This is an optimization exercise on Yosys and OpenROAD, whose aim is a short achievable clock period and few clock cycles, not a production implementation. Function was checked by simulation only, so behaviour that the tests miss may differ from the original. Power is estimated from default activity; no workload was simulated.

--- flow/config.mk ---
export PLATFORM = sky130hd
export DESIGN_NAME = cpu
export DESIGN_NICKNAME = cpu
export VERILOG_FILES = /design/flow/design.v
export SDC_FILE = /design/flow/constraint.sdc
export NUM_CORES = 4
export LEC_CHECK = 0
export ABC_CLOCK_PERIOD_IN_PS = 2500
export CAP_MARGIN = 20
export CORE_MARGIN = 2
export CORE_UTILIZATION = 40
export SETUP_SLACK_MARGIN = 5
export SLEW_MARGIN = 20
--- flow/constraint.sdc ---
create_clock -name core_clock -period 8.0 [get_ports {clk}]
set_input_delay 1.6000 -clock core_clock [delete_from_list [all_inputs] [get_ports {clk}]]
set_output_delay 1.6000 -clock core_clock [all_outputs]
set_load 0.01 [all_outputs]
--- flow/design.v ---
`default_nettype none
package cpuPkg;
  typedef struct packed {
    logic [3:0]                 opcode;
    logic [4-1:0] rd;
    logic [4-1:0] rs;
    logic [4-1:0] rt;
  } regFmt_t;
  typedef struct packed {
    logic [3:0]                 opcode;
    logic [4-1:0] rd;
    logic [7:0]                 imm8;
  } byteFmt_t;
  typedef struct packed {
    logic [3:0]               opcode;
    logic [2:0]               cond;
    logic [9-1:0] offset;
  } brFmt_t;
  typedef union packed {
    regFmt_t  r;
    byteFmt_t imm;
    brFmt_t   br;
  } instWord_t;
  function automatic logic writesReg(input logic [3:0] op);
    case (op)
      4'd0, 4'd1, 4'd2, 4'd4, 4'd5, 4'd6,
      4'd8, 4'd10, 4'd11, 4'd14:
        writesReg = 1'b1;
      default:
        writesReg = 1'b0;
    endcase
  endfunction
  function automatic logic setsFlags(input logic [3:0] op);
    case (op)
      4'd0, 4'd1, 4'd2, 4'd4, 4'd5, 4'd6:
        setsFlags = 1'b1;
      default:
        setsFlags = 1'b0;
    endcase
  endfunction
endpackage
`default_nettype wire
`timescale 1ns/10ps
`default_nettype none
module registerFile (
  input  logic                       clk,
  input  logic                       arstN,
  input  logic [4-1:0] rsAddr,
  input  logic [4-1:0] rtAddr,
  input  logic [4-1:0] rdAddr,
  output logic [16-1:0]     rsData,
  output logic [16-1:0]     rtData,
  output logic [16-1:0]     rdData,
  input  logic                       wrEn,
  input  logic [4-1:0] wrAddr,
  input  logic [16-1:0]     wrData
);
  localparam int Depth = 1 << 4;
  logic [16-1:0] regs [Depth];
  assign regs[0] = '0;
  assign rsData  = regs[rsAddr];
  assign rtData  = regs[rtAddr];
  assign rdData  = regs[rdAddr];
  for (genvar i = 1; i < Depth; i++) begin : gReg
    always_ff @(posedge clk or negedge arstN) begin
      if (!arstN)
        regs[i] <= '0;
      else if (wrEn && wrAddr == i)
        regs[i] <= wrData;
    end
  end
endmodule
`default_nettype wire
`timescale 1ns/10ps
`default_nettype none
module ksAdd #(
  parameter int W = 16
) (
  input  logic [W-1:0] a,
  input  logic [W-1:0] b,
  input  logic         cin,
  output logic [W-1:0] s,
  output logic [W:0]   c
);
  localparam int L = (W <= 2) ? 1 : (W <= 4) ? 2 : (W <= 8) ? 3 : (W <= 16) ? 4 : 5;
  logic [W-1:0] g [L+1];
  logic [W-1:0] p [L+1];
  logic [W-1:0] x;
  assign x    = a ^ b;
  assign g[0] = (a & b) | {{(W-1){1'b0}}, x[0] & cin};
  assign p[0] = x;
  for (genvar l = 1; l <= L; l++) begin : gLvl
    localparam int D = 1 << (l - 1);
    for (genvar i = 0; i < W; i++) begin : gBit
      if (i >= D) begin : gMerge
        assign g[l][i] = g[l-1][i] | (p[l-1][i] & g[l-1][i-D]);
        assign p[l][i] = p[l-1][i] & p[l-1][i-D];
      end else begin : gPass
        assign g[l][i] = g[l-1][i];
        assign p[l][i] = p[l-1][i];
      end
    end
  end
  assign c = {g[L], cin};
  assign s = x ^ c[W-1:0];
endmodule
module incDec #(
  parameter int W = 11
) (
  input  logic [W-1:0] a,
  output logic [W-1:0] inc,
  output logic [W-1:0] dec
);
  for (genvar i = 0; i < W; i++) begin : gBit
    if (i == 0) begin : gLsb
      assign inc[i] = !a[i];
      assign dec[i] = !a[i];
    end else begin : gUp
      assign inc[i] = a[i] ^ (&a[i-1:0]);
      assign dec[i] = a[i] ^ !(|a[i-1:0]);
    end
  end
endmodule
module addSext #(
  parameter int W = 16,
  parameter int K = 4
) (
  input  logic [W-1:0] a,
  input  logic [K-1:0] b,
  output logic [W-1:0] s
);
  logic [K-1:0] lo;
  logic [K:0]   c;
  logic [W-K-1:0] hi, hiInc, hiDec;
  ksAdd #(.W(K)) loAdd (.a(a[K-1:0]), .b(b), .cin(1'b0), .s(lo), .c(c));
  incDec #(.W(W-K)) hiAdj (.a(a[W-1:K]), .inc(hiInc), .dec(hiDec));
  always_comb begin
    if (c[K] && !b[K-1])
      hi = hiInc;
    else if (!c[K] && b[K-1])
      hi = hiDec;
    else
      hi = a[W-1:K];
  end
  assign s = {hi, lo};
endmodule
`default_nettype wire
`timescale 1ns/10ps
`default_nettype none
module cpu (
  input  logic                   clk,
  input  logic                   arstN,
  output logic [16-1:0] pc,
  input  logic [16-1:0] instData,
  output logic [16-1:0] memAddr,
  output logic [16-1:0] memWrData,
  output logic                   memEn,
  output logic                   memWr,
  input  logic [16-1:0] memRdData,
  output logic                   hlt
);
  localparam int W = 16;
  logic         xWr;      
  logic         xAdd, xSub, xXor, xSll, xSra, xRor;
  logic         xLw, xSw, xLlb, xLhb, xPcs, xBr, xHlt;
  logic [3:0]   xRd;
  logic [3:0]   xImm4;
  logic [7:0]   xImm8;
  logic [2:0]   xCond;
  logic [W-1:0] xA;
  logic [W-1:0] xB;
  logic [W-1:0] xPcInc;
  logic [W-1:0] xZMask;   
  logic         zFlag, vFlag, nFlag;
  logic         mWr;      
  logic         mLoad;    
  logic [3:0]   mRd;
  logic [W-1:0] mRes;     
  logic [W-1:0] mVal;
  logic [W-1:0]   sum, diff, sat, shl, sra, ror, xRes;
  logic [W:0]     sumC, diffC;
  logic [2*W-1:0] rotPair;
  logic           addOvf, subOvf, ovf, arith;
  logic           zAdd, zEq, zShift, zNew, nZ, nV, nN;
  logic           xRedirect;
  logic [W-1:1]   xAddr;
  ksAdd #(.W(W)) addU (.a(xA), .b(xB), .cin(1'b0), .s(sum), .c(sumC));
  ksAdd #(.W(W)) subU (.a(xA), .b(~xB), .cin(1'b1), .s(diff), .c(diffC));
  assign addOvf  = sumC[W] ^ sumC[W-1];
  assign subOvf  = diffC[W] ^ diffC[W-1];
  assign sat     = {xA[W-1], {(W-1){!xA[W-1]}}};
  assign shl     = xA << xImm4;
  assign sra     = $signed(xA) >>> xImm4;
  assign rotPair = {xA, xA} >> xImm4;
  assign ror     = rotPair[W-1:0];
  assign xRes = ({W{xAdd}} & (addOvf ? sat : sum)) |
                ({W{xSub}} & (subOvf ? sat : diff)) |
                ({W{xXor}} & (xA ^ xB)) |
                ({W{xSll}} & shl) |
                ({W{xSra}} & sra) |
                ({W{xRor}} & ror) |
                ({W{xLlb}} & {xB[W-1:8], xImm8}) |
                ({W{xLhb}} & {xImm8, xB[7:0]}) |
                ({W{xPcs}} & xPcInc);
  assign zAdd   = ((xA ^ xB) == {xA[W-2:0] | xB[W-2:0], 1'b0}) &&
                  !(xA == 16'h8000 && xB == 16'h8000);
  assign zEq    = xA == xB;
  assign zShift = (xA & xZMask) == '0;
  assign zNew   = xAdd ? zAdd : (xSub || xXor) ? zEq : zShift;
  assign arith  = xAdd || xSub;
  assign ovf    = xAdd ? addOvf : subOvf;
  assign nZ     = (arith || xXor || xSll || xSra || xRor) ? zNew : zFlag;
  assign nV     = arith ? ovf : vFlag;
  assign nN     = arith ? (ovf ? xA[W-1] : (xAdd ? sum[W-1] : diff[W-1])) : nFlag;
  assign xRedirect = xBr && 
  (((xCond) == 3'd0) ? !(zFlag) : 
   ((xCond) == 3'd1) ? (zFlag) : 
   ((xCond) == 3'd2) ? (!(zFlag) && !(nFlag)) : 
   ((xCond) == 3'd3) ? (nFlag) : 
   ((xCond) == 3'd4) ? ((zFlag) || !(nFlag)) : 
   ((xCond) == 3'd5) ? ((zFlag) || (nFlag)) : 
   ((xCond) == 3'd6) ? (vFlag) : 1'b1);
  addSext #(.W(W-1), .K(4)) memAdd (
    .a (xA[W-1:1]),
    .b (xImm4),
    .s (xAddr)
  );
  logic [3:0]   fOp, fRd, fRs, fRt;
  logic [W-1:0] rfRs, rfRt, rfRd;
  logic [W-1:0] aNext, bNext, bRaw, zMask;
  logic         fUseRd, fUseRs, fUseRt, fTake, fValid, stall;
  logic         aX, aM, bX, bM;
  logic [W-1:0] pcInc, target, pcNext;
  logic [W-1:1] pcUp, pcDec;
  assign fOp = instData[15:12];
  assign fRd = instData[11:8];
  assign fRs = instData[7:4];
  assign fRt = instData[3:0];
  registerFile regFile (
    .clk     (clk),
    .arstN   (arstN),
    .rsAddr  (fRs),
    .rtAddr  (fRt),
    .rdAddr  (fRd),
    .rsData  (rfRs),
    .rtData  (rfRt),
    .rdData  (rfRd),
    .wrEn    (mWr),
    .wrAddr  (mRd),
    .wrData  (mVal)
  );
  always_comb begin
    fUseRs = 1'b0;
    fUseRt = 1'b0;
    fUseRd = 1'b0;
    case (fOp)
      4'd0, 4'd1, 4'd2: begin
        fUseRs = 1'b1;
        fUseRt = 1'b1;
      end
      4'd4, 4'd5, 4'd6, 4'd8, 4'd13:
        fUseRs = 1'b1;
      4'd9: begin
        fUseRs = 1'b1;
        fUseRd = 1'b1;
      end
      4'd10, 4'd11:
        fUseRd = 1'b1;
      default: ;
    endcase
  end
  assign mVal  = mLoad ? memRdData : mRes;
  assign aX    = xWr && xRd == fRs;
  assign aM    = mWr && mRd == fRs;
  assign bX    = fUseRd ? xWr && xRd == fRd : xWr && xRd == fRt;
  assign bM    = fUseRd ? mWr && mRd == fRd : mWr && mRd == fRt;
  assign aNext = aX ? xRes : aM ? mVal : rfRs;
  assign bRaw  = fUseRd ? rfRd : rfRt;
  assign bNext = bX ? xRes : bM ? mVal : bRaw;
  assign stall = xLw && xRd != '0 &&
                 ((fUseRs && xRd == fRs) || (fUseRt && xRd == fRt) ||
                  (fUseRd && fOp != 4'd9 && xRd == fRd));
  assign fValid = !xRedirect && !stall;
  always_comb begin
    case (fOp)
      4'd4: zMask = 16'hffff >> fRt;
      4'd5: zMask = 16'hffff << fRt;
      default:     zMask = 16'hffff;
    endcase
  end
  assign fTake = fOp == 4'd12 && 
  (((instData[11:9]) == 3'd0) ? !(nZ) : 
   ((instData[11:9]) == 3'd1) ? (nZ) : 
   ((instData[11:9]) == 3'd2) ? (!(nZ) && !(nN)) : 
   ((instData[11:9]) == 3'd3) ? (nN) : 
   ((instData[11:9]) == 3'd4) ? ((nZ) || !(nN)) : 
   ((instData[11:9]) == 3'd5) ? ((nZ) || (nN)) : 
   ((instData[11:9]) == 3'd6) ? (nV) : 1'b1);
  incDec #(.W(W-1)) pcStep (.a(pc[W-1:1]), .inc(pcUp), .dec(pcDec));
  assign pcInc = {pcUp, pc[0]};
  addSext #(.W(W-1), .K(9)) brAdd (
    .a (pcUp),
    .b (instData[9-1:0]),
    .s (target[W-1:1])
  );
  assign target[0] = pc[0];
  always_comb begin
    if (xRedirect)
      pcNext = xA;
    else if (fOp == 4'd15 || stall)
      pcNext = pc;   
    else if (fTake)
      pcNext = target;
    else
      pcNext = pcInc;
  end
  always_ff @(posedge clk or negedge arstN) begin
    if (!arstN) begin
      pc     <= '0;
      xWr    <= 1'b0;
      xAdd   <= 1'b0;
      xSub   <= 1'b0;
      xXor   <= 1'b0;
      xSll   <= 1'b0;
      xSra   <= 1'b0;
      xRor   <= 1'b0;
      xLw    <= 1'b0;
      xSw    <= 1'b0;
      xLlb   <= 1'b0;
      xLhb   <= 1'b0;
      xPcs   <= 1'b0;
      xBr    <= 1'b0;
      xHlt   <= 1'b0;
      zFlag  <= 1'b0;
      vFlag  <= 1'b0;
      nFlag  <= 1'b0;
      mWr    <= 1'b0;
      mLoad  <= 1'b0;
      memEn  <= 1'b0;
      memWr  <= 1'b0;
      hlt    <= 1'b0;
    end else begin
      pc     <= pcNext;
      xWr    <= fValid && ((fOp) != 4'd3 && (fOp) != 4'd7 && (fOp) != 4'd9 && 
                            (fOp) != 4'd12 && (fOp) != 4'd13 && (fOp) != 4'd15) && fOp != 4'd8 && fRd != '0;
      xAdd   <= fValid && fOp == 4'd0;
      xSub   <= fValid && fOp == 4'd1;
      xXor   <= fValid && fOp == 4'd2;
      xSll   <= fValid && fOp == 4'd4;
      xSra   <= fValid && fOp == 4'd5;
      xRor   <= fValid && fOp == 4'd6;
      xLw    <= fValid && fOp == 4'd8;
      xSw    <= fValid && fOp == 4'd9;
      xLlb   <= fValid && fOp == 4'd10;
      xLhb   <= fValid && fOp == 4'd11;
      xPcs   <= fValid && fOp == 4'd14;
      xBr    <= fValid && fOp == 4'd13;
      xHlt   <= fValid && fOp == 4'd15;
      zFlag  <= nZ;
      vFlag  <= nV;
      nFlag  <= nN;
      mWr    <= xWr || (xLw && xRd != '0);
      mLoad  <= xLw;
      memEn  <= xLw || xSw;
      memWr  <= xSw;
      if ((fValid && fOp == 4'd15 && !xSw) || xHlt)
        hlt <= 1'b1;   
    end
  end
  always_ff @(posedge clk) begin
    xRd       <= fRd;
    xImm4     <= fRt;
    xImm8     <= instData[7:0];
    xCond     <= instData[11:9];
    xA        <= aNext;
    xB        <= bNext;
    xPcInc    <= pcInc;
    xZMask    <= zMask;
    mRd       <= xRd;
    mRes      <= xRes;
    memAddr   <= {xAddr, 1'b0};
    memWrData <= (xSw && mWr && mLoad && mRd == xRd) ? memRdData : xB;
  end
endmodule
`default_nettype wire
--- flow/run.sh ---
#!/bin/bash
# synth_recipe.tcl (not shown) runs the flow's synth.tcl, then flattens the netlist and writes it again
# the make line also repeats each setting of config.mk as NAME=value (left out here)
make -C /OpenROAD-flow-scripts/flow DESIGN_CONFIG=/design/flow/config.mk WORK_HOME=/design/flow/orfs CLKGATE_MAP_FILE= SYNTH_SCRIPT=/design/flow/synth_recipe.tcl finish
==> impl_metrics.prom, run 1 <==
# TYPE chip_impl_metric gauge
chip_impl_metric{name="final-seq-area",unit="um^2"} 9604
chip_impl_info{name="criticalPathCategory",value="flop to flop"} 1
chip_impl_metric{name="max-vdd-ir-drop",unit="uV"} 225.0
chip_impl_metric{name="drc",unit=""} 0
chip_impl_metric{name="multiInputGateArea",unit="um^2"} 16170
chip_impl_metric{name="layout-drive-gt1-share",unit=""} 0.2587
chip_impl_metric{name="initial_standard_cell_utilization_of_the_core",unit=""} 0.4052
chip_impl_metric{name="layout.filler_cells",unit=""} 5669
chip_impl_info{name="worst_path_max_delay_cell",value="a311oi_4"} 1
chip_impl_metric{name="path_clk_slew",unit="ns"} 0.06
chip_impl_metric{name="die_extent_in_y",unit="um"} 254.0
chip_impl_metric{name="worst_slack_setup_final",unit="ns"} 3.948
chip_impl_metric{name="slew_viol_final",unit=""} 0
chip_impl_metric{name="critical_path_fanouts_max",unit=""} 8
chip_impl_info{name="post_synth_main_area_contributors",value="dfrtp_1 (28%), dfxtp_1 (10%), a21oi_1 (5.9%), nor2_1 (5.9%), a22oi_1 (5.4%)"} 1
chip_impl_metric{name="max_cap_viol_count",unit=""} 0
chip_impl_metric{name="wl_per_cell",unit="um"} 33.17
chip_impl_metric{name="floorplan.rows",unit=""} 91
chip_impl_metric{name="fin_total_pwr",unit="uW"} 11410
chip_impl_metric{name="mappedNetlistArea",unit="um^2"} 25010
chip_impl_metric{name="grt_first_pass_wirelength",unit="um"} 191500
chip_impl_metric{name="num_vias",unit=""} 27756
chip_impl_metric{name="sequential_to_total_area_share_from_yosys_stat",unit=""} 0.3798
chip_impl_metric{name="drt.antenna.violating_nets",unit=""} 0
chip_impl_metric{name="skew",unit="ns"} 0.02408
chip_impl_metric{name="cts.path.max_buffers",unit=""} 3
chip_impl_metric{name="fin_nets",unit=""} 3332
chip_impl_metric{name="yosysWarningCount",unit=""} 14
chip_impl_metric{name="p_per_area",unit="nW/um^2"} 346.4
chip_impl_info{name="cts.root.buffer_cell",value="clkbuf_16"} 1
chip_impl_metric{name="numClockSinks",unit=""} 405
chip_impl_info{name="status",value="timing/DRC/antenna clean"} 1
chip_impl_metric{name="die_w",unit="um"} 254.0
chip_impl_info{name="most_used_standard_cells_in_the_synthesized_netlist",value="nor2_1 (391), a21oi_1 (296), dfrtp_1 (278)"} 1
chip_impl_info{name="clock_tree_from_tritoncts",value="done"} 1
chip_impl_metric{name="detail_route.vias_per_cell",unit=""} 6.776
chip_impl_metric{name="placement.setup.worst_slack",unit="ns"} 2.257
chip_impl_metric{name="critical_path.n_buffers_inverters",unit=""} 2
chip_impl_info{name="rsz0062_at_grt",value="yes"} 1
chip_impl_metric{name="leakagePower",unit="uW"} 0.01341
chip_impl_metric{name="ys_ff_latch",unit=""} 405
chip_impl_info{name="cp_delay_by_family_top",value="compound AO/OA/AOI/OAI gates"} 1
chip_impl_metric{name="grt_start_max_net_pins",unit=""} 147
chip_impl_metric{name="ioPinCount",unit=""} 85
chip_impl_metric{name="wl",unit="um"} 135900
chip_impl_info{name="synth_top_flop_cell",value="dfrtp_1"} 1
chip_impl_info{name="critical_path.cell_chain",value="inv_1, ha_4, nor2_1, a221o_1, a21o_1, a31o_4, mux2i_2, buf_4, a311oi_4, o21a_2, mux2i_4, nor3_2, a211oi_4, o211ai_1"} 1
chip_impl_info{name="critPathCaptureType",value="flop"} 1
chip_impl_metric{name="tightestPinTransition",unit="ns"} 1.129
chip_impl_metric{name="grt_overflow_total",unit=""} 0
chip_impl_metric{name="floorplan.die_area",unit="um^2"} 64540
chip_impl_metric{name="setup_viol_count_final",unit=""} 0
chip_impl_metric{name="syn-instance-count",unit=""} 2980
chip_impl_metric{name="maximum_clock_rate",unit="MHz"} 246.8
chip_impl_metric{name="grt_pass1_vias",unit=""} 26448
chip_impl_metric{name="final_hold_viol_count",unit=""} 0
chip_impl_metric{name="yosys.area.top_type_share",unit=""} 0.2782
chip_impl_metric{name="crit_path_max_incr_delay",unit="ns"} 0.50
chip_impl_metric{name="insertion_delay",unit="ns"} 0.63
chip_impl_metric{name="synth_cell_types",unit=""} 93
chip_impl_metric{name="relSlewSlack",unit=""} 0.2394
chip_impl_metric{name="tritoncts_buffer_count",unit=""} 48
chip_impl_metric{name="min_period_over_period",unit=""} 0.5065
chip_impl_metric{name="cp.required",unit="ns"} 8.47
chip_impl_metric{name="io_buffers",unit=""} 83
chip_impl_metric{name="post_synth_edffs",unit=""} 0
chip_impl_metric{name="finalWeightedCongestion",unit=""} 1.065
chip_impl_metric{name="grt_use_total",unit=""} 0.4125
chip_impl_metric{name="fp.coreArea",unit="um^2"} 61710
chip_impl_metric{name="finalHoldWorstSlack",unit="ns"} 0.4320
chip_impl_metric{name="clock_tree.htree_level_count",unit=""} 2
chip_impl_metric{name="place.detailed.hpwl",unit="um"} 86440
chip_impl_metric{name="flow.area_growth_from_synthesis",unit="%"} 31.75
chip_impl_info{name="hold_class",value="flop to flop"} 1
chip_impl_metric{name="arrival",unit="ns"} 4.52
chip_impl_metric{name="antenna_found_initial",unit=""} 5
chip_impl_metric{name="finalWorstPathRequiredPeriod",unit="ns"} 4.052
chip_impl_metric{name="drt_iter0_drc",unit=""} 3980
chip_impl_metric{name="drtPass1Iterations",unit=""} 10
chip_impl_info{name="startpoint_type",value="flop"} 1
chip_impl_metric{name="synth_area_per_cell",unit="um^2"} 8.392
chip_impl_info{name="post-synth-top-count-cell",value="nor2_1"} 1
chip_impl_metric{name="post_cts_hold_buffer_count",unit=""} 0
chip_impl_metric{name="final.setup.tns",unit="ns"} 0
chip_impl_metric{name="postSynth.asyncResetShare",unit=""} 0.6864
chip_impl_info{name="synth.largest_area_cell",value="dfrtp_1"} 1
==> area by class of cell <==
cell class / instances / area share
Antenna cell: 4 / 0.0003038
Inverter: 92 / 0.01230
Clock buffer: 68 / 0.04268
Clock inverter: 21 / 0.008582
Multi-Input combinational cell: 2250 / 0.4908
Timing Repair Buffer: 419 / 0.1221
Tap cell: 837 / 0.03179
Sequential cell: 405 / 0.2915
==> through the flow <==
step	std cells	cell area [um^2]	utilization
3_5_place_dp	3763	27340	0.4430
2_1_floorplan	2980	25950	-
6_report	4096	32950	0.5339
4_1_cts	4008	31740	0.5144
3_3_place_gp	3762	27320	0.4427
5_1_grt	4092	32940	0.5337
==> flip-flops by register name, indices dropped and copies added (netlist names), 2 cells and up <==
name,count
mRd,4
mRes,16
memAddr,15
memWrData,16
pc,16
regFile.regs,240
xA,16
xB,16
xCond,2
xImm8,8
xPcInc,16
xRd,2
xZMask,16
==> metal layers <==
metal / global-route usage / share of wire / vias up
li1: - / - / 11514
met1: 0.4869 / 0.35 / 13247
met2: 0.6407 / 0.44 / 2222
met3: 0.1100 / 0.11 / 771
met4: 0.3129 / 0.10 / 2
met5: 0.005405 / 0.000096 / -
==> worst paths after layout <==
kind                             start                 end  slack, ns  cells past startpoint
min in group asynchronous        arstN  regFile.regs[9][3]       0.97                      1
worst min-delay path               xLw               mLoad       0.43                      0
worst min register to register     xLw               mLoad       0.43                      0
worst max-delay path            xB[14]              pc[10]       3.95                     14
worst max register to register  xB[14]              pc[10]       3.95                     14
max in group asynchronous        arstN              pc[15]       5.62                      2
==> logic make-up after synthesis <==
group,Yosys count,synth area share
adders and majority gates,82,0.04223
buffers and inverters,326,0.05153
DFF,405,0.3798
muxes,116,0.05028
xor gates and xnor gates,89,0.03117
other,1,0.0001500
and+or+nand+nor,911,0.1640
AOI/OAI and AO/OA,1050,0.2808
==> worst reg2reg max path, cell delays in order, from the launching register on <==
cell,delay [ns]
dfxtp_1,0.39
inv_1,0.14
ha_4,0.36
nor2_1,0.09
a221o_1,0.36
a21o_1,0.20
a31o_4,0.23
mux2i_2,0.14
buf_4,0.17
a311oi_4,0.50
o21a_2,0.28
mux2i_4,0.42
nor3_2,0.13
a211oi_4,0.36
o211ai_1,0.13
==> cells in the final DEF (no fill, tap or decap), drive strengths merged, types with 47 or more instances in the layout <==
cell	count
clkbuf	70
mux2	51
dlygate4sd2	47
ha	78
buf	336
a222oi	48
inv	87
nand2	216
o21ai	205
a221oi	71
dfrtp	278
nand3	88
a22oi	180
nor3	50
dfxtp	127
xnor2	51
a22o	47
a21oi	296
mux2i	63
nor2	392
==> power by group <==
group	switching, uW	leakage, uW	total, uW	internal (uW)
sequential	884	0.00429	3600	2720
clock	985	0.000829	2380	1390
combinational	3160	0.00830	5430	2280
==> repair_timing <==
action | in CTS | in global routing
gates resized for setup | 422 | 124
endpoints found under the setup margin | 152 | 77
pin swaps | 97 | 68
cloned | 9 | 0
setup buffers | 147 | 84
Testbench counts, summed over its fixed seeds: cycles 16,950.
==> run 2: changes to the inputs <==
--- a/flow/design.v
+++ b/flow/design.v
@@ -162,6 +162,7 @@
   localparam int W = 16;
   logic         xWr;      
+  logic         xLate;    
   logic         xAdd, xSub, xXor, xSll, xSra, xRor;
-  logic         xLw, xSw, xLlb, xLhb, xPcs, xBr, xHlt;
+  logic         xLw, xSw, xLlb, xLhb, xPcs, xBr, xBu, xHlt;
   logic [3:0]   xRd;
   logic [3:0]   xImm4;
@@ -169,18 +170,23 @@
   logic [2:0]   xCond;
   logic [W-1:0] xA;
-  logic [W-1:0] xB;
+  logic [W-1:0] xB;       
+  logic [W-1:0] xD;       
   logic [W-1:0] xPcInc;
+  logic [W-1:0] xTarget;  
   logic [W-1:0] xZMask;   
   logic         zFlag, vFlag, nFlag;
   logic         mWr;      
   logic         mLoad;    
+  logic         mArith;   
   logic [3:0]   mRd;
   logic [W-1:0] mRes;     
+  logic         mOvf;
+  logic         mSign;    
   logic [W-1:0] mVal;
-  logic [W-1:0]   sum, diff, sat, shl, sra, ror, xRes;
+  logic [W-1:0]   sum, diff, shl, sra, ror, xRes;
   logic [W:0]     sumC, diffC;
   logic [2*W-1:0] rotPair;
   logic           addOvf, subOvf, ovf, arith;
-  logic           zAdd, zEq, zShift, zNew, nZ, nV, nN;
+  logic           zAdd, zEq, zShift, nZ;
   logic           xRedirect;
   logic [W-1:1]   xAddr;
@@ -189,17 +195,16 @@
   assign addOvf  = sumC[W] ^ sumC[W-1];
   assign subOvf  = diffC[W] ^ diffC[W-1];
-  assign sat     = {xA[W-1], {(W-1){!xA[W-1]}}};
+  assign arith   = xAdd || xSub;
+  assign ovf     = xAdd ? addOvf : subOvf;
   assign shl     = xA << xImm4;
   assign sra     = $signed(xA) >>> xImm4;
   assign rotPair = {xA, xA} >> xImm4;
   assign ror     = rotPair[W-1:0];
-  assign xRes = ({W{xAdd}} & (addOvf ? sat : sum)) |
-                ({W{xSub}} & (subOvf ? sat : diff)) |
-                ({W{xXor}} & (xA ^ xB)) |
+  assign xRes = ({W{xXor}} & (xA ^ xB)) |
                 ({W{xSll}} & shl) |
                 ({W{xSra}} & sra) |
                 ({W{xRor}} & ror) |
-                ({W{xLlb}} & {xB[W-1:8], xImm8}) |
-                ({W{xLhb}} & {xImm8, xB[7:0]}) |
+                ({W{xLlb}} & {xD[W-1:8], xImm8}) |
+                ({W{xLhb}} & {xImm8, xD[7:0]}) |
                 ({W{xPcs}} & xPcInc);
   assign zAdd   = ((xA ^ xB) == {xA[W-2:0] | xB[W-2:0], 1'b0}) &&
@@ -207,11 +212,8 @@
   assign zEq    = xA == xB;
   assign zShift = (xA & xZMask) == '0;
-  assign zNew   = xAdd ? zAdd : (xSub || xXor) ? zEq : zShift;
-  assign arith  = xAdd || xSub;
-  assign ovf    = xAdd ? addOvf : subOvf;
-  assign nZ     = (arith || xXor || xSll || xSra || xRor) ? zNew : zFlag;
-  assign nV     = arith ? ovf : vFlag;
-  assign nN     = arith ? (ovf ? xA[W-1] : (xAdd ? sum[W-1] : diff[W-1])) : nFlag;
-  assign xRedirect = xBr && 
+  assign nZ     = xAdd ? zAdd :
+                  (xSub || xXor) ? zEq :
+                  (xSll || xSra || xRor) ? zShift : zFlag;
+  assign xRedirect = (xBr || xBu) && 
   (((xCond) == 3'd0) ? !(zFlag) : 
    ((xCond) == 3'd1) ? (zFlag) : 
@@ -226,9 +228,11 @@
     .s (xAddr)
   );
+  assign mVal = mLoad ? memRdData :
+                (mArith && mOvf) ? {mSign, {(W-1){!mSign}}} : mRes;
   logic [3:0]   fOp, fRd, fRs, fRt;
   logic [W-1:0] rfRs, rfRt, rfRd;
-  logic [W-1:0] aNext, bNext, bRaw, zMask;
-  logic         fUseRd, fUseRs, fUseRt, fTake, fValid, stall;
-  logic         aX, aM, bX, bM;
+  logic [W-1:0] aNext, bNext, dNext, zMask;
+  logic         fUseRd, fUseRs, fUseRt, fIsB, fHold, fTake, fValid, stall;
+  logic         aX, aM, bX, bM, dX, dM;
   logic [W-1:0] pcInc, target, pcNext;
   logic [W-1:1] pcUp, pcDec;
@@ -270,13 +274,14 @@
     endcase
   end
-  assign mVal  = mLoad ? memRdData : mRes;
   assign aX    = xWr && xRd == fRs;
   assign aM    = mWr && mRd == fRs;
-  assign bX    = fUseRd ? xWr && xRd == fRd : xWr && xRd == fRt;
-  assign bM    = fUseRd ? mWr && mRd == fRd : mWr && mRd == fRt;
+  assign bX    = xWr && xRd == fRt;
+  assign bM    = mWr && mRd == fRt;
+  assign dX    = xWr && xRd == fRd;
+  assign dM    = mWr && mRd == fRd;
   assign aNext = aX ? xRes : aM ? mVal : rfRs;
-  assign bRaw  = fUseRd ? rfRd : rfRt;
-  assign bNext = bX ? xRes : bM ? mVal : bRaw;
-  assign stall = xLw && xRd != '0 &&
+  assign bNext = bX ? xRes : bM ? mVal : rfRt;
+  assign dNext = dX ? xRes : dM ? mVal : rfRd;
+  assign stall = xLate &&
                  ((fUseRs && xRd == fRs) || (fUseRt && xRd == fRt) ||
                   (fUseRd && fOp != 4'd9 && xRd == fRd));
@@ -289,12 +294,14 @@
     endcase
   end
-  assign fTake = fOp == 4'd12 && 
+  assign fIsB  = fOp == 4'd12;
+  assign fHold = arith && ((instData[11:9]) != 3'd0 && (instData[11:9]) != 3'd1 && (instData[11:9]) != 3'd7);
+  assign fTake = fIsB && !fHold && 
   (((instData[11:9]) == 3'd0) ? !(nZ) : 
    ((instData[11:9]) == 3'd1) ? (nZ) : 
-   ((instData[11:9]) == 3'd2) ? (!(nZ) && !(nN)) : 
-   ((instData[11:9]) == 3'd3) ? (nN) : 
-   ((instData[11:9]) == 3'd4) ? ((nZ) || !(nN)) : 
-   ((instData[11:9]) == 3'd5) ? ((nZ) || (nN)) : 
-   ((instData[11:9]) == 3'd6) ? (nV) : 1'b1);
+   ((instData[11:9]) == 3'd2) ? (!(nZ) && !(nFlag)) : 
+   ((instData[11:9]) == 3'd3) ? (nFlag) : 
+   ((instData[11:9]) == 3'd4) ? ((nZ) || !(nFlag)) : 
+   ((instData[11:9]) == 3'd5) ? ((nZ) || (nFlag)) : 
+   ((instData[11:9]) == 3'd6) ? (vFlag) : 1'b1);
   incDec #(.W(W-1)) pcStep (.a(pc[W-1:1]), .inc(pcUp), .dec(pcDec));
   assign pcInc = {pcUp, pc[0]};
@@ -307,5 +314,5 @@
   always_comb begin
     if (xRedirect)
-      pcNext = xA;
+      pcNext = xBr ? xA : xTarget;
     else if (fOp == 4'd15 || stall)
       pcNext = pc;   
@@ -319,4 +326,5 @@
       pc     <= '0;
       xWr    <= 1'b0;
+      xLate  <= 1'b0;
       xAdd   <= 1'b0;
       xSub   <= 1'b0;
@@ -331,4 +339,5 @@
       xPcs   <= 1'b0;
       xBr    <= 1'b0;
+      xBu    <= 1'b0;
       xHlt   <= 1'b0;
       zFlag  <= 1'b0;
@@ -337,4 +346,5 @@
       mWr    <= 1'b0;
       mLoad  <= 1'b0;
+      mArith <= 1'b0;
       memEn  <= 1'b0;
       memWr  <= 1'b0;
@@ -342,6 +352,10 @@
     end else begin
       pc     <= pcNext;
-      xWr    <= fValid && ((fOp) != 4'd3 && (fOp) != 4'd7 && (fOp) != 4'd9 && 
-                            (fOp) != 4'd12 && (fOp) != 4'd13 && (fOp) != 4'd15) && fOp != 4'd8 && fRd != '0;
+      xWr    <= fValid && fRd != '0 &&
+                (fOp == 4'd2 || fOp == 4'd4 || fOp == 4'd5 ||
+                 fOp == 4'd6 || fOp == 4'd10 || fOp == 4'd11 ||
+                 fOp == 4'd14);
+      xLate  <= fValid && fRd != '0 &&
+                (fOp == 4'd8 || fOp == 4'd0 || fOp == 4'd1);
       xAdd   <= fValid && fOp == 4'd0;
       xSub   <= fValid && fOp == 4'd1;
@@ -356,10 +370,14 @@
       xPcs   <= fValid && fOp == 4'd14;
       xBr    <= fValid && fOp == 4'd13;
+      xBu    <= fValid && fIsB && fHold;
       xHlt   <= fValid && fOp == 4'd15;
       zFlag  <= nZ;
-      vFlag  <= nV;
-      nFlag  <= nN;
-      mWr    <= xWr || (xLw && xRd != '0);
+      if (arith) begin
+        vFlag <= ovf;
+        nFlag <= ovf ? xA[W-1] : (xAdd ? sum[W-1] : diff[W-1]);
+      end
+      mWr    <= xWr || xLate;
       mLoad  <= xLw;
+      mArith <= arith;
       memEn  <= xLw || xSw;
       memWr  <= xSw;
@@ -375,10 +393,14 @@
     xA        <= aNext;
     xB        <= bNext;
+    xD        <= dNext;
     xPcInc    <= pcInc;
+    xTarget   <= target;
     xZMask    <= zMask;
     mRd       <= xRd;
-    mRes      <= xRes;
+    mRes      <= xAdd ? sum : xSub ? diff : xRes;
+    mOvf      <= ovf;
+    mSign     <= xA[W-1];
     memAddr   <= {xAddr, 1'b0};
-    memWrData <= (xSw && mWr && mLoad && mRd == xRd) ? memRdData : xB;
+    memWrData <= (xSw && mWr && mRd == xRd) ? mVal : xD;
   end
 endmodule
==> run 2 against run 1 <==
Against the previous run:
- combinational power is 19% lower
- first-iteration DRC count grew 4.9%
- still clean on timing, DRC and antenna
- synthesized cell count grew 0.67%
- design area up 2.6%
- critical path depth down 2
- highest routed layer unchanged
- global-route usage fell by 5.2 points
- maximum frequency up 21%
- worst setup slack better by 0.70 ns
==> impl_metrics.prom, run 2 <==
# TYPE chip_impl_metric gauge
chip_impl_metric{name="die_w",unit="um"} 257.8
chip_impl_metric{name="post_synth_edffs",unit=""} 0
chip_impl_info{name="post-synth-top-count-cell",value="nand2_1"} 1
chip_impl_metric{name="p_switching",unit="uW"} 4372
chip_impl_metric{name="cts.path.max_buffers",unit=""} 3
chip_impl_metric{name="floorplan.die_area",unit="um^2"} 66450
chip_impl_metric{name="fin_nets",unit=""} 3308
chip_impl_metric{name="min_period_over_period",unit=""} 0.4194
chip_impl_metric{name="clock_tree.htree_level_count",unit=""} 2
chip_impl_info{name="worst_path_max_delay_cell",value="nor4_4"} 1
chip_impl_info{name="critPathCaptureType",value="flop"} 1
chip_impl_metric{name="post-place-cells",unit=""} 3773
chip_impl_info{name="most_used_standard_cells_in_the_synthesized_netlist",value="nand2_1 (385), o21ai_0 (309), a22oi_1 (289)"} 1
chip_impl_metric{name="layout-drive-gt1-share",unit=""} 0.2351
chip_impl_metric{name="r2r_setup_slack",unit="ns"} 4.65
chip_impl_metric{name="leakagePower",unit="uW"} 0.01420
chip_impl_metric{name="floorplan.rows",unit=""} 93
chip_impl_metric{name="mappedNetlistArea",unit="um^2"} 25760
chip_impl_metric{name="grt_pass1_vias",unit=""} 26080
chip_impl_metric{name="insertion_delay",unit="ns"} 0.63
chip_impl_metric{name="fp.coreArea",unit="um^2"} 64120
chip_impl_metric{name="initial_standard_cell_utilization_of_the_core",unit=""} 0.4018
chip_impl_metric{name="p_per_area",unit="nW/um^2"} 316.6
chip_impl_metric{name="postSynth.asyncResetShare",unit=""} 0.6372
chip_impl_metric{name="layout.core_utilization",unit=""} 0.5273
chip_impl_metric{name="numClockSinks",unit=""} 441
chip_impl_metric{name="worst_slack_setup_final",unit="ns"} 4.645
chip_impl_info{name="status",value="timing/DRC/antenna clean"} 1
chip_impl_info{name="layout.cells.most_common",value="nand2_1"} 1
chip_impl_metric{name="arrival",unit="ns"} 3.85
chip_impl_metric{name="setup_viol_count_final",unit=""} 0
chip_impl_metric{name="synth_area_per_cell",unit="um^2"} 8.587
chip_impl_info{name="startpoint_type",value="flop"} 1
chip_impl_metric{name="io_buffers",unit=""} 83
chip_impl_metric{name="switching_share",unit=""} 0.4084
chip_impl_info{name="holdCritStartpoint",value="xLw"} 1
chip_impl_metric{name="finalWorstPathRequiredPeriod",unit="ns"} 3.355
chip_impl_metric{name="relSlewSlack",unit=""} 0.2914
chip_impl_metric{name="crit_path_max_incr_delay",unit="ns"} 0.41
chip_impl_metric{name="maximum_clock_rate",unit="MHz"} 298.1
chip_impl_metric{name="critical_path_fanouts_max",unit=""} 15
chip_impl_metric{name="largest_register_ff_count",unit=""} 240
chip_impl_metric{name="cp.required",unit="ns"} 8.50
chip_impl_metric{name="p_comb_frac",unit=""} 0.412
chip_impl_metric{name="tritoncts_buffer_count",unit=""} 51
chip_impl_info{name="synth.largest_area_cell",value="dfrtp_1"} 1
chip_impl_metric{name="max_cap_viol_count",unit=""} 0
chip_impl_metric{name="route.met2.wl",unit="um"} 54510
chip_impl_metric{name="flow.area_growth_from_synthesis",unit="%"} 31.25
chip_impl_metric{name="grt_first_pass_wirelength",unit="um"} 178700
chip_impl_metric{name="detail_route.vias_per_cell",unit=""} 6.694
chip_impl_metric{name="placement.setup.worst_slack",unit="ns"} 2.845
chip_impl_metric{name="antenna_found_initial",unit=""} 1
chip_impl_metric{name="wl_per_cell",unit="um"} 30.42
chip_impl_info{name="synth_top_flop_cell",value="dfrtp_1"} 1
chip_impl_info{name="cts.root.buffer_cell",value="clkbuf_16"} 1
chip_impl_info{name="clock_tree_from_tritoncts",value="done"} 1
chip_impl_metric{name="place.detailed.hpwl",unit="um"} 74550
chip_impl_metric{name="sequentialPowerShare",unit=""} 0.359
chip_impl_info{name="hold_class",value="flop to flop"} 1
chip_impl_metric{name="final_hold_viol_count",unit=""} 0
chip_impl_metric{name="grt_start_max_net_pins",unit=""} 129
chip_impl_metric{name="yosys.area.top_type_share",unit=""} 0.2730
chip_impl_metric{name="reg2reg_depth",unit=""} 12
chip_impl_info{name="maxUsedRoutingLayer",value="met5"} 1
chip_impl_metric{name="slew_viol_final",unit=""} 0
chip_impl_info{name="critical-path-top-cell-by-count",value="buf_12"} 1
chip_impl_metric{name="post_cts_hold_buffer_count",unit=""} 0
chip_impl_metric{name="syn-instance-count",unit=""} 3000
chip_impl_metric{name="fin_total_pwr",unit="uW"} 10700
chip_impl_metric{name="grt_overflow_total",unit=""} 0
chip_impl_metric{name="relative_contribution_of_the_clock_network_to_total_power",unit=""} 0.228
chip_impl_metric{name="drtPass1Iterations",unit=""} 11
chip_impl_metric{name="drt.antenna.violating_nets",unit=""} 0
chip_impl_metric{name="instance_count_along_the_most_critical_hold_path",unit=""} 0
chip_impl_info{name="r2r-end",value="pc[14]"} 1
chip_impl_metric{name="grt_use_total",unit=""} 0.3604
chip_impl_info{name="critical_path.cell_chain",value="buf_12, clkinvlp_4, ha_4, xor2_1, nand4_1, nor4_4, a211oi_4, a211oi_2, o21ai_4, buf_12, mux2_4, a221o_1"} 1
chip_impl_metric{name="finalWeightedCongestion",unit=""} 1.011
chip_impl_metric{name="die_extent_in_y",unit="um"} 257.8
chip_impl_info{name="criticalPathCategory",value="flop to flop"} 1
chip_impl_metric{name="critical_path.n_buffers_inverters",unit=""} 3
chip_impl_metric{name="synth_cell_types",unit=""} 82
chip_impl_info{name="post_synth_main_area_contributors",value="dfrtp_1 (27%), dfxtp_1 (12%), a22oi_1 (8.4%), o21ai_0 (6.0%), nand2_1 (5.6%)"} 1
chip_impl_metric{name="drt_iter0_drc",unit=""} 4176
chip_impl_metric{name="tightestPinTransition",unit="ns"} 1.063
chip_impl_metric{name="path_clk_slew",unit="ns"} 0.06
chip_impl_metric{name="sequential_to_total_area_share_from_yosys_stat",unit=""} 0.3973
chip_impl_metric{name="instances_no_fill",unit=""} 4089
chip_impl_metric{name="yosysWarningCount",unit=""} 14
chip_impl_info{name="critical_path.reg2reg.startpoint",value="xA[8]"} 1
chip_impl_info{name="rsz0062_at_grt",value="yes"} 1
chip_impl_metric{name="skew",unit="ns"} 0.03444
chip_impl_metric{name="dr_wl_met3",unit="um"} 14670
chip_impl_info{name="top_register",value="regFile.regs"} 1
chip_impl_metric{name="ioPinCount",unit=""} 85
chip_impl_info{name="hold-path-endpoint",value="mLoad"} 1
chip_impl_metric{name="ys_ff_latch",unit=""} 441
chip_impl_metric{name="final.setup.tns",unit="ns"} 0
chip_impl_metric{name="wl",unit="um"} 124400
chip_impl_metric{name="max-vdd-ir-drop",unit="uV"} 164.4
chip_impl_metric{name="intPower",unit="uW"} 6333
chip_impl_metric{name="met1_length",unit="um"} 45740
chip_impl_metric{name="num_vias",unit=""} 27370
chip_impl_info{name="cp_delay_by_family_top",value="compound AO/OA/AOI/OAI gates"} 1
chip_impl_info{name="commonest_non_fill_non_tap_cells_in_the_layout",value="nand2_1 (369), o21ai_0 (290), a22oi_1 (284), dfrtp_1 (271), buf_4 (197)"} 1
chip_impl_metric{name="drc",unit=""} 0
## run 2: cell count changes in the layout (fill, tap and decap cells not counted), sizes merged, moves of 21 or more
cell,previous run,this run
nand2,216,385
a21oi,296,137
nor2,392,235
a22oi,180,289
o21ai,205,313
a221oi,71,27
dfxtp,127,160
mux2i,63,35
mux2,51,24
mux4,2,28
inv,87,62
buf,336,312
a22o,47,26
## run 2: kinds of logic (layout without fill, tap and decap cells)
logic type | count (synthesis) | count (layout) | share of synthesized area
xor gates and xnor gates | 89 | 89 | 0.03026
other | 1 | 2 | 0.0001456
AOI/OAI and AO/OA | 1036 | 1036 | 0.2675
buffers and inverters | 326 | 559 | 0.04945
adders and majority gates | 82 | 82 | 0.04100
muxes | 87 | 87 | 0.04886
DFF | 441 | 441 | 0.3973
and+or+nand+nor | 938 | 938 | 0.1654
## run 2: routing by layer
layer	vias up	GRT usage
li1	11483	-
met1	13083	0.4437
met2	2165	0.5564
met3	635	0.1104
met4	4	0.2145
met5	-	0.004274
## run 2: through the flow
step | area (um^2) | hold WS, ns
6_report | 33810 | 0.3865
2_1_floorplan | 26710 | 0.3290
3_3_place_gp | 28150 | 0.3553
4_1_cts | 32170 | 0.3887
3_5_place_dp | 28170 | 0.3610
5_1_grt | 33810 | 0.3933
## run 2: worst max-delay path by stage
| stage | to | start | slack, ns | cells past startpoint |
|---|---|---|---|---|
| finish | pc[14] | xA[8] | 4.65 | 12 |
| global route | pc[14] | xA[8] | 4.64 | 12 |
| CTS | pc[14] | pc[2] | 4.74 | 14 |
| detailed placement | pc[13] | instData[4] | 2.85 | 10 |
| global placement | pc[13] | instData[4] | 2.91 | 10 |
| floorplan | pc[12] | instData[4] | 4.54 | 9 |
## run 2: power by group through the flow
stage          clock network (uW)  registers [uW]  logic [uW]
4_1_cts                      2470            3770        3990
6_report                     2450            3840        4410
5_1_grt                      2560            3880        4730
3_5_place_dp                    0            3800        3430
2_1_floorplan                   0            3500        2310
3_3_place_gp                    0            3790        3360
## run 2: area by class of cell
class	instances	area, um^2
multi-input combinational	2233	16090
clock buffer	69	1479
antenna	1	2.502
inverter	70	302.8
timing repair inverter	2	12.51
tap	855	1070
sequential	441	10270
fill	5690	30310
timing repair buffer	393	4323
clock inverter	25	261.5
## run 2: what timing repair did
action | in CTS | in global routing
resized for setup | 369 | 175
setup endpoints to repair | 164 | 98
gates cloned | 9 | 3
buffers inserted | 109 | 100
pin swaps | 69 | 121
Testbench counts of run 2, summed over its fixed seeds: cycles 17,398.
==> run 3: changes to the inputs <==
--- a/flow/design.v
+++ b/flow/design.v
@@ -128,4 +128,5 @@
   input  logic [W-1:0] a,
   input  logic [K-1:0] b,
+  input  logic         cin,
   output logic [W-1:0] s
 );
@@ -133,5 +134,5 @@
   logic [K:0]   c;
   logic [W-K-1:0] hi, hiInc, hiDec;
-  ksAdd #(.W(K)) loAdd (.a(a[K-1:0]), .b(b), .cin(1'b0), .s(lo), .c(c));
+  ksAdd #(.W(K)) loAdd (.a(a[K-1:0]), .b(b), .cin(cin), .s(lo), .c(c));
   incDec #(.W(W-K)) hiAdj (.a(a[W-1:K]), .inc(hiInc), .dec(hiDec));
   always_comb begin
@@ -161,8 +162,27 @@
 );
   localparam int W = 16;
+  logic         xV;
+  logic         xWrR, xLateR, xAddR, xSubR, xXorR, xSllR, xSraR, xRorR;
+  logic         xLwR, xSwR, xLlbR, xLhbR, xPcsR, xBrR, xBuR, xHltR;
   logic         xWr;      
   logic         xLate;    
   logic         xAdd, xSub, xXor, xSll, xSra, xRor;
   logic         xLw, xSw, xLlb, xLhb, xPcs, xBr, xBu, xHlt;
+  assign xWr = xV && xWrR;
+  assign xLate = xV && xLateR;
+  assign xAdd = xV && xAddR;
+  assign xSub = xV && xSubR;
+  assign xXor = xV && xXorR;
+  assign xSll = xV && xSllR;
+  assign xSra = xV && xSraR;
+  assign xRor = xV && xRorR;
+  assign xLw = xV && xLwR;
+  assign xSw = xV && xSwR;
+  assign xLlb = xV && xLlbR;
+  assign xLhb = xV && xLhbR;
+  assign xPcs = xV && xPcsR;
+  assign xBr = xV && xBrR;
+  assign xBu = xV && xBuR;
+  assign xHlt = xV && xHltR;
   logic [3:0]   xRd;
   logic [3:0]   xImm4;
@@ -180,13 +200,19 @@
   logic         mArith;   
   logic [3:0]   mRd;
+  logic         mAdd;     
   logic [W-1:0] mRes;     
-  logic         mOvf;
+  logic [W-1:0] mSum;     
+  logic [W-1:0] mDiff;
+  logic         mAddOvf;
+  logic         mSubOvf;
   logic         mSign;    
-  logic [W-1:0] mVal;
+  logic         mOvf, mN;
+  logic [W-1:0] mArithVal, mVal;
+  logic         effV, effN;
   logic [W-1:0]   sum, diff, shl, sra, ror, xRes;
   logic [W:0]     sumC, diffC;
   logic [2*W-1:0] rotPair;
-  logic           addOvf, subOvf, ovf, arith;
-  logic           zAdd, zEq, zShift, nZ;
+  logic           addOvf, subOvf, arith;
+  logic           zAdd, zEq, zShift, nZ, nZf;
   logic           xRedirect;
   logic [W-1:1]   xAddr;
@@ -196,5 +222,4 @@
   assign subOvf  = diffC[W] ^ diffC[W-1];
   assign arith   = xAdd || xSub;
-  assign ovf     = xAdd ? addOvf : subOvf;
   assign shl     = xA << xImm4;
   assign sra     = $signed(xA) >>> xImm4;
@@ -215,19 +240,26 @@
                   (xSub || xXor) ? zEq :
                   (xSll || xSra || xRor) ? zShift : zFlag;
+  assign nZf    = (xSub || xXor) ? zEq :
+                  (xSll || xSra || xRor) ? zShift : zFlag;
   assign xRedirect = (xBr || xBu) && 
   (((xCond) == 3'd0) ? !(zFlag) : 
    ((xCond) == 3'd1) ? (zFlag) : 
-   ((xCond) == 3'd2) ? (!(zFlag) && !(nFlag)) : 
-   ((xCond) == 3'd3) ? (nFlag) : 
-   ((xCond) == 3'd4) ? ((zFlag) || !(nFlag)) : 
-   ((xCond) == 3'd5) ? ((zFlag) || (nFlag)) : 
-   ((xCond) == 3'd6) ? (vFlag) : 1'b1);
+   ((xCond) == 3'd2) ? (!(zFlag) && !(effN)) : 
+   ((xCond) == 3'd3) ? (effN) : 
+   ((xCond) == 3'd4) ? ((zFlag) || !(effN)) : 
+   ((xCond) == 3'd5) ? ((zFlag) || (effN)) : 
+   ((xCond) == 3'd6) ? (effV) : 1'b1);
   addSext #(.W(W-1), .K(4)) memAdd (
-    .a (xA[W-1:1]),
-    .b (xImm4),
-    .s (xAddr)
+    .a   (xA[W-1:1]),
+    .b   (xImm4),
+    .cin (1'b0),
+    .s   (xAddr)
   );
-  assign mVal = mLoad ? memRdData :
-                (mArith && mOvf) ? {mSign, {(W-1){!mSign}}} : mRes;
+  assign mOvf      = mAdd ? mAddOvf : mSubOvf;
+  assign mArithVal = mOvf ? {mSign, {(W-1){!mSign}}} : mAdd ? mSum : mDiff;
+  assign mN        = mArithVal[W-1];
+  assign effV      = mArith ? mOvf : vFlag;
+  assign effN      = mArith ? mN : nFlag;
+  assign mVal      = mLoad ? memRdData : mArith ? mArithVal : mRes;
   logic [3:0]   fOp, fRd, fRs, fRt;
   logic [W-1:0] rfRs, rfRt, rfRd;
@@ -295,28 +327,30 @@
   end
   assign fIsB  = fOp == 4'd12;
-  assign fHold = arith && ((instData[11:9]) != 3'd0 && (instData[11:9]) != 3'd1 && (instData[11:9]) != 3'd7);
-  assign fTake = fIsB && !fHold && 
-  (((instData[11:9]) == 3'd0) ? !(nZ) : 
-   ((instData[11:9]) == 3'd1) ? (nZ) : 
-   ((instData[11:9]) == 3'd2) ? (!(nZ) && !(nFlag)) : 
-   ((instData[11:9]) == 3'd3) ? (nFlag) : 
-   ((instData[11:9]) == 3'd4) ? ((nZ) || !(nFlag)) : 
-   ((instData[11:9]) == 3'd5) ? ((nZ) || (nFlag)) : 
-   ((instData[11:9]) == 3'd6) ? (vFlag) : 1'b1);
+  assign fHold = (xAdd && instData[11:9] != 3'd7) ||
+                 (xSub && ((instData[11:9]) != 3'd0 && (instData[11:9]) != 3'd1 && (instData[11:9]) != 3'd7));
+  assign fTake = fIsB && !fHold && !xRedirect &&
+  (((instData[11:9]) == 3'd0) ? !(nZf) : 
+   ((instData[11:9]) == 3'd1) ? (nZf) : 
+   ((instData[11:9]) == 3'd2) ? (!(nZf) && !(effN)) : 
+   ((instData[11:9]) == 3'd3) ? (effN) : 
+   ((instData[11:9]) == 3'd4) ? ((nZf) || !(effN)) : 
+   ((instData[11:9]) == 3'd5) ? ((nZf) || (effN)) : 
+   ((instData[11:9]) == 3'd6) ? (effV) : 1'b1);
   incDec #(.W(W-1)) pcStep (.a(pc[W-1:1]), .inc(pcUp), .dec(pcDec));
   assign pcInc = {pcUp, pc[0]};
   addSext #(.W(W-1), .K(9)) brAdd (
-    .a (pcUp),
-    .b (instData[9-1:0]),
-    .s (target[W-1:1])
+    .a   (pc[W-1:1]),
+    .b   (instData[9-1:0]),
+    .cin (1'b1),
+    .s   (target[W-1:1])
   );
   assign target[0] = pc[0];
   always_comb begin
-    if (xRedirect)
+    if (fTake)
+      pcNext = target;
+    else if (xRedirect)
       pcNext = xBr ? xA : xTarget;
     else if (fOp == 4'd15 || stall)
       pcNext = pc;   
-    else if (fTake)
-      pcNext = target;
     else
       pcNext = pcInc;
@@ -325,20 +359,21 @@
     if (!arstN) begin
       pc     <= '0;
-      xWr    <= 1'b0;
-      xLate  <= 1'b0;
-      xAdd   <= 1'b0;
-      xSub   <= 1'b0;
-      xXor   <= 1'b0;
-      xSll   <= 1'b0;
-      xSra   <= 1'b0;
-      xRor   <= 1'b0;
-      xLw    <= 1'b0;
-      xSw    <= 1'b0;
-      xLlb   <= 1'b0;
-      xLhb   <= 1'b0;
-      xPcs   <= 1'b0;
-      xBr    <= 1'b0;
-      xBu    <= 1'b0;
-      xHlt   <= 1'b0;
+      xV     <= 1'b0;
+      xWrR    <= 1'b0;
+      xLateR  <= 1'b0;
+      xAddR   <= 1'b0;
+      xSubR   <= 1'b0;
+      xXorR   <= 1'b0;
+      xSllR   <= 1'b0;
+      xSraR   <= 1'b0;
+      xRorR   <= 1'b0;
+      xLwR    <= 1'b0;
+      xSwR    <= 1'b0;
+      xLlbR   <= 1'b0;
+      xLhbR   <= 1'b0;
+      xPcsR   <= 1'b0;
+      xBrR    <= 1'b0;
+      xBuR    <= 1'b0;
+      xHltR   <= 1'b0;
       zFlag  <= 1'b0;
       vFlag  <= 1'b0;
@@ -352,28 +387,29 @@
     end else begin
       pc     <= pcNext;
-      xWr    <= fValid && fRd != '0 &&
+      xV     <= fValid;
+      xWrR    <= fRd != '0 &&
                 (fOp == 4'd2 || fOp == 4'd4 || fOp == 4'd5 ||
                  fOp == 4'd6 || fOp == 4'd10 || fOp == 4'd11 ||
                  fOp == 4'd14);
-      xLate  <= fValid && fRd != '0 &&
+      xLateR  <= fRd != '0 &&
                 (fOp == 4'd8 || fOp == 4'd0 || fOp == 4'd1);
-      xAdd   <= fValid && fOp == 4'd0;
-      xSub   <= fValid && fOp == 4'd1;
-      xXor   <= fValid && fOp == 4'd2;
-      xSll   <= fValid && fOp == 4'd4;
-      xSra   <= fValid && fOp == 4'd5;
-      xRor   <= fValid && fOp == 4'd6;
-      xLw    <= fValid && fOp == 4'd8;
-      xSw    <= fValid && fOp == 4'd9;
-      xLlb   <= fValid && fOp == 4'd10;
-      xLhb   <= fValid && fOp == 4'd11;
-      xPcs   <= fValid && fOp == 4'd14;
-      xBr    <= fValid && fOp == 4'd13;
-      xBu    <= fValid && fIsB && fHold;
-      xHlt   <= fValid && fOp == 4'd15;
+      xAddR   <= fOp == 4'd0;
+      xSubR   <= fOp == 4'd1;
+      xXorR   <= fOp == 4'd2;
+      xSllR   <= fOp == 4'd4;
+      xSraR   <= fOp == 4'd5;
+      xRorR   <= fOp == 4'd6;
+      xLwR    <= fOp == 4'd8;
+      xSwR    <= fOp == 4'd9;
+      xLlbR   <= fOp == 4'd10;
+      xLhbR   <= fOp == 4'd11;
+      xPcsR   <= fOp == 4'd14;
+      xBrR    <= fOp == 4'd13;
+      xBuR    <= fIsB && fHold;
+      xHltR   <= fOp == 4'd15;
       zFlag  <= nZ;
-      if (arith) begin
-        vFlag <= ovf;
-        nFlag <= ovf ? xA[W-1] : (xAdd ? sum[W-1] : diff[W-1]);
+      if (mArith) begin
+        vFlag <= mOvf;
+        nFlag <= mN;
       end
       mWr    <= xWr || xLate;
@@ -398,6 +434,10 @@
     xZMask    <= zMask;
     mRd       <= xRd;
-    mRes      <= xAdd ? sum : xSub ? diff : xRes;
-    mOvf      <= ovf;
+    mAdd      <= xAdd;
+    mRes      <= xRes;
+    mSum      <= sum;
+    mDiff     <= diff;
+    mAddOvf   <= addOvf;
+    mSubOvf   <= subOvf;
     mSign     <= xA[W-1];
     memAddr   <= {xAddr, 1'b0};
--- a/flow/config.mk
+++ b/flow/config.mk
@@ -6,5 +6,4 @@
 export NUM_CORES = 4
 export LEC_CHECK = 0
-export ABC_CLOCK_PERIOD_IN_PS = 2500
 export CAP_MARGIN = 20
 export CORE_MARGIN = 2
@@ -12,2 +11,4 @@
 export SETUP_SLACK_MARGIN = 5
 export SLEW_MARGIN = 20
+export SYNTH_HIERARCHICAL = 1
+export SYNTH_MINIMUM_KEEP_SIZE = 0
==> run 3 against run 2 <==
Against the previous run:
- via count rose by 5.1%
- die area rose by 17%
- total power rose by 13%
- critical endpoint is now xB[3]
- worst setup slack improved by 0.15 ns
- maximum frequency rose by 4.7%
- cell count rose by 3.9%
- design area rose by 12%
- largest cell class unchanged
- sequential power rose by 12%
- count of clock-buffer cells in the layout rose by 9
- critical path type is now primary input to flop
- core utilization fell by 2.0 points
- still clean on timing, DRC and antenna
==> impl_metrics.prom, run 3 <==
# TYPE chip_impl_metric gauge
chip_impl_info{name="status",value="timing/DRC/antenna clean"} 1
chip_impl_info{name="criticalPathCategory",value="primary input to flop"} 1
chip_impl_metric{name="layout.core_utilization",unit=""} 0.5074
chip_impl_metric{name="clock_tree.htree_level_count",unit=""} 2
chip_impl_metric{name="antenna_found_initial",unit=""} 2
chip_impl_info{name="worst_path_max_delay_cell",value="mux4_2"} 1
chip_impl_metric{name="placement.setup.worst_slack",unit="ns"} 3.279
chip_impl_metric{name="drtPass1Iterations",unit=""} 7
chip_impl_metric{name="yosysWarningCount",unit=""} 20
chip_impl_metric{name="floorplan.rows",unit=""} 100
chip_impl_info{name="cts.root.buffer_cell",value="clkbuf_16"} 1
chip_impl_info{name="startpoint_type",value="primary input"} 1
chip_impl_metric{name="intPower",unit="uW"} 7142
chip_impl_metric{name="p_switching",unit="uW"} 4914
chip_impl_metric{name="die_w",unit="um"} 279.0
chip_impl_metric{name="critical_path_fanouts_max",unit=""} 32
chip_impl_metric{name="numClockSinks",unit=""} 476
chip_impl_metric{name="floorplan.die_area",unit="um^2"} 77850
chip_impl_metric{name="tritoncts_buffer_count",unit=""} 55
chip_impl_metric{name="drc",unit=""} 0
chip_impl_metric{name="fp.coreArea",unit="um^2"} 74700
chip_impl_metric{name="number_of_logic_stages_on_the_critical_path_including_buffering",unit=""} 8
chip_impl_metric{name="arrival",unit="ns"} 3.70
chip_impl_metric{name="syn-instance-count",unit=""} 3052
chip_impl_metric{name="leakagePower",unit="uW"} 0.01603
chip_impl_metric{name="path_clk_slew",unit="ns"} 0.06
chip_impl_metric{name="switching_share",unit=""} 0.4076
chip_impl_metric{name="slew_viol_final",unit=""} 0
chip_impl_metric{name="instance_count_along_the_most_critical_hold_path",unit=""} 0
chip_impl_info{name="critical_path.cell_chain",value="buf_16, buf_12, mux4_2, a221o_1, o21ai_1, nand4_1, mux2i_1, o21ai_1"} 1
chip_impl_metric{name="io_buffers",unit=""} 83
chip_impl_metric{name="grt_pass1_vias",unit=""} 27811
chip_impl_info{name="commonest_non_fill_non_tap_cells_in_the_layout",value="mux2_2 (316), dfrtp_1 (267), mux2i_1 (201), buf_4 (189), dfxtp_1 (179)"} 1
chip_impl_metric{name="finalWorstPathRequiredPeriod",unit="ns"} 3.203
chip_impl_metric{name="critical_path.n_buffers_inverters",unit=""} 2
chip_impl_metric{name="cts.path.max_buffers",unit=""} 3
chip_impl_metric{name="post_cts_hold_buffer_count",unit=""} 0
chip_impl_info{name="layout.cells.most_common",value="mux2_2"} 1
chip_impl_metric{name="synth_area_per_cell",unit="um^2"} 9.913
chip_impl_metric{name="grt_start_max_net_pins",unit=""} 118
chip_impl_metric{name="final.setup.tns",unit="ns"} 0
chip_impl_metric{name="ioPinCount",unit=""} 85
chip_impl_metric{name="grt_overflow_total",unit=""} 0
chip_impl_metric{name="mappedNetlistArea",unit="um^2"} 30250
chip_impl_metric{name="wl_per_cell",unit="um"} 34.94
chip_impl_metric{name="grt_use_total",unit=""} 0.3595
chip_impl_info{name="rsz0062_at_grt",value="yes"} 1
chip_impl_metric{name="initial_standard_cell_utilization_of_the_core",unit=""} 0.4050
chip_impl_metric{name="worst_slack_setup_final",unit="ns"} 4.797
chip_impl_metric{name="p_per_area",unit="nW/um^2"} 318.1
chip_impl_metric{name="layout-drive-gt1-share",unit=""} 0.3114
chip_impl_metric{name="max-vdd-ir-drop",unit="uV"} 171.4
chip_impl_info{name="cp_delay_by_family_top",value="multiplexers"} 1
chip_impl_metric{name="final_hold_viol_count",unit=""} 0
chip_impl_metric{name="cp.required",unit="ns"} 8.49
chip_impl_metric{name="p_comb_frac",unit=""} 0.419
chip_impl_metric{name="drt.antenna.violating_nets",unit=""} 0
chip_impl_metric{name="largest_register_ff_count",unit=""} 240
chip_impl_metric{name="die_extent_in_y",unit="um"} 279.0
chip_impl_metric{name="drt_iter0_drc",unit=""} 4260
chip_impl_metric{name="max_cap_viol_count",unit=""} 0
chip_impl_info{name="critPathCaptureType",value="flop"} 1
chip_impl_metric{name="tightestPinTransition",unit="ns"} 1.088
chip_impl_info{name="top_register",value="regFile.regs"} 1
chip_impl_metric{name="place.detailed.hpwl",unit="um"} 91450
chip_impl_info{name="critical-path-top-cell-by-count",value="o21ai_1"} 1
chip_impl_metric{name="relative_contribution_of_the_clock_network_to_total_power",unit=""} 0.224
chip_impl_metric{name="wl",unit="um"} 148400
chip_impl_metric{name="reg2reg_depth",unit=""} 7
chip_impl_metric{name="fin_nets",unit=""} 3347
chip_impl_info{name="clock_tree_from_tritoncts",value="done"} 1
chip_impl_metric{name="finalWeightedCongestion",unit=""} 0.9823
chip_impl_metric{name="grt_first_pass_wirelength",unit="um"} 203100
chip_impl_metric{name="skew",unit="ns"} 0.02785
chip_impl_metric{name="flow.area_growth_from_synthesis",unit="%"} 25.27
chip_impl_metric{name="min_period_over_period",unit=""} 0.4004
chip_impl_metric{name="setup_viol_count_final",unit=""} 0
chip_impl_metric{name="crit_path_max_incr_delay",unit="ns"} 0.53
chip_impl_info{name="hold_class",value="flop to flop"} 1
chip_impl_metric{name="insertion_delay",unit="ns"} 0.65
chip_impl_metric{name="num_vias",unit=""} 28753
chip_impl_metric{name="relSlewSlack",unit=""} 0.2732
chip_impl_metric{name="maximum_clock_rate",unit="MHz"} 312.2
chip_impl_metric{name="detail_route.vias_per_cell",unit=""} 6.770
chip_impl_metric{name="sequentialPowerShare",unit=""} 0.358
run 3: timing repair:
item                                   in CTS  in global routing
setup endpoints to repair                 382                 70
gates cloned                               20                 18
gates resized for setup                   262                158
endpoints found under the hold margin       0                  0
pin swaps                                  23                 49
buffers inserted                           90                 78
run 3: metal layers:
metal / track usage / routed length, um
met2: 0.5583 / 63590
met1: 0.4528 / 55750
met4: 0.2170 / 12440
met3: 0.08711 / 16470
met5: 0 / 140
run 3: worst paths after layout:
kind / from / endpoint / slack, ns
worst max-delay path: instData[0] / xB[3] / 4.80
worst min-delay path: pc[0] / xTarget[0] / 0.45
worst max register to register: xV / xB[10] / 5.02
worst min register to register: pc[0] / xTarget[0] / 0.45
max in group asynchronous: arstN / regFile.regs[8][9] / 5.33
min in group asynchronous: arstN / regFile.regs[12][10] / 0.83
run 3: final cells by class:
cell class | instances | area, um^2
Fill cell | 6757 | 36800
Multi-Input combinational cell | 2221 | 18920
Sequential cell | 476 | 10990
Timing Repair Buffer | 372 | 4469
Clock buffer | 78 | 1553
Tap cell | 969 | 1212
Inverter | 104 | 412.9
Clock inverter | 25 | 336.6
Antenna cell | 2 | 5.005
run 3: power groups by stage:
stage / logic [uW] / registers, uW / clock network, uW
after floorplan: 2970 / 3870 / 0
final: 5050 / 4310 / 2700
after detailed placement: 4330 / 4330 / 0
after global placement: 4270 / 4330 / 0
after global routing: 5370 / 4340 / 2830
after CTS: 4680 / 4240 / 2730
run 3: metrics by stage:
stage                     cell area [um^2]  hold WS, ns  total power, uW  instances
final                                37900       0.4542            12060       4247
after global routing                 37900       0.4656            12550       4246
after CTS                            36130       0.4517            11650       4148
after detailed placement             32200       0.4419             8660       3935
after global placement               32180       0.4328             8600       3934
after floorplan                      31120       0.3258             6841       3055
Testbench counts of run 3, summed over its fixed seeds: cycles 17,417.

==> what the ideal ports hide <==
Ports are ideal in the flow. The routed layouts listed here were re-timed in OpenROAD.
Step 1 (the two cells are an assumption about what drives the block):
set clk [get_ports {clk}]
set_driving_cell -lib_cell sky130_fd_sc_hd__clkbuf_16 $clk
set_driving_cell -lib_cell sky130_fd_sc_hd__buf_2 [delete_from_list [all_inputs] $clk]
Step 2 moves the port delays by t, midway between the first and last clock arrival at a register: inputs arrive t later, outputs are due t later. That takes back most of the time a late clock gives input paths.
Slacks: ideal / step 1 / step 2; pairs: ideal / step 1.
| run | t (ns) | setup slack, ns | worst setup path after step 2 | latest minus earliest clock arrival (ns) | worst slew at a driven data input, ns |
|---|---|---|---|---|---|
| run 1 | 0.686 | 3.948 / 3.948 / 3.559 | input to register | 0.027 / 0.028 | 0.05 |
| run 2 | 0.680 | 4.645 / 4.645 / 4.114 | input to register | 0.034 / 0.034 | 0.07 |
| run 3 | 0.701 | 4.797 / 4.573 / 3.873 | input to register | 0.029 / 0.029 | 0.32 |
After both steps every run listed still meets setup and hold. The setup slack of run 3, which loses most, moves by -0.224 ns with the drivers and by -0.924 ns with both steps.
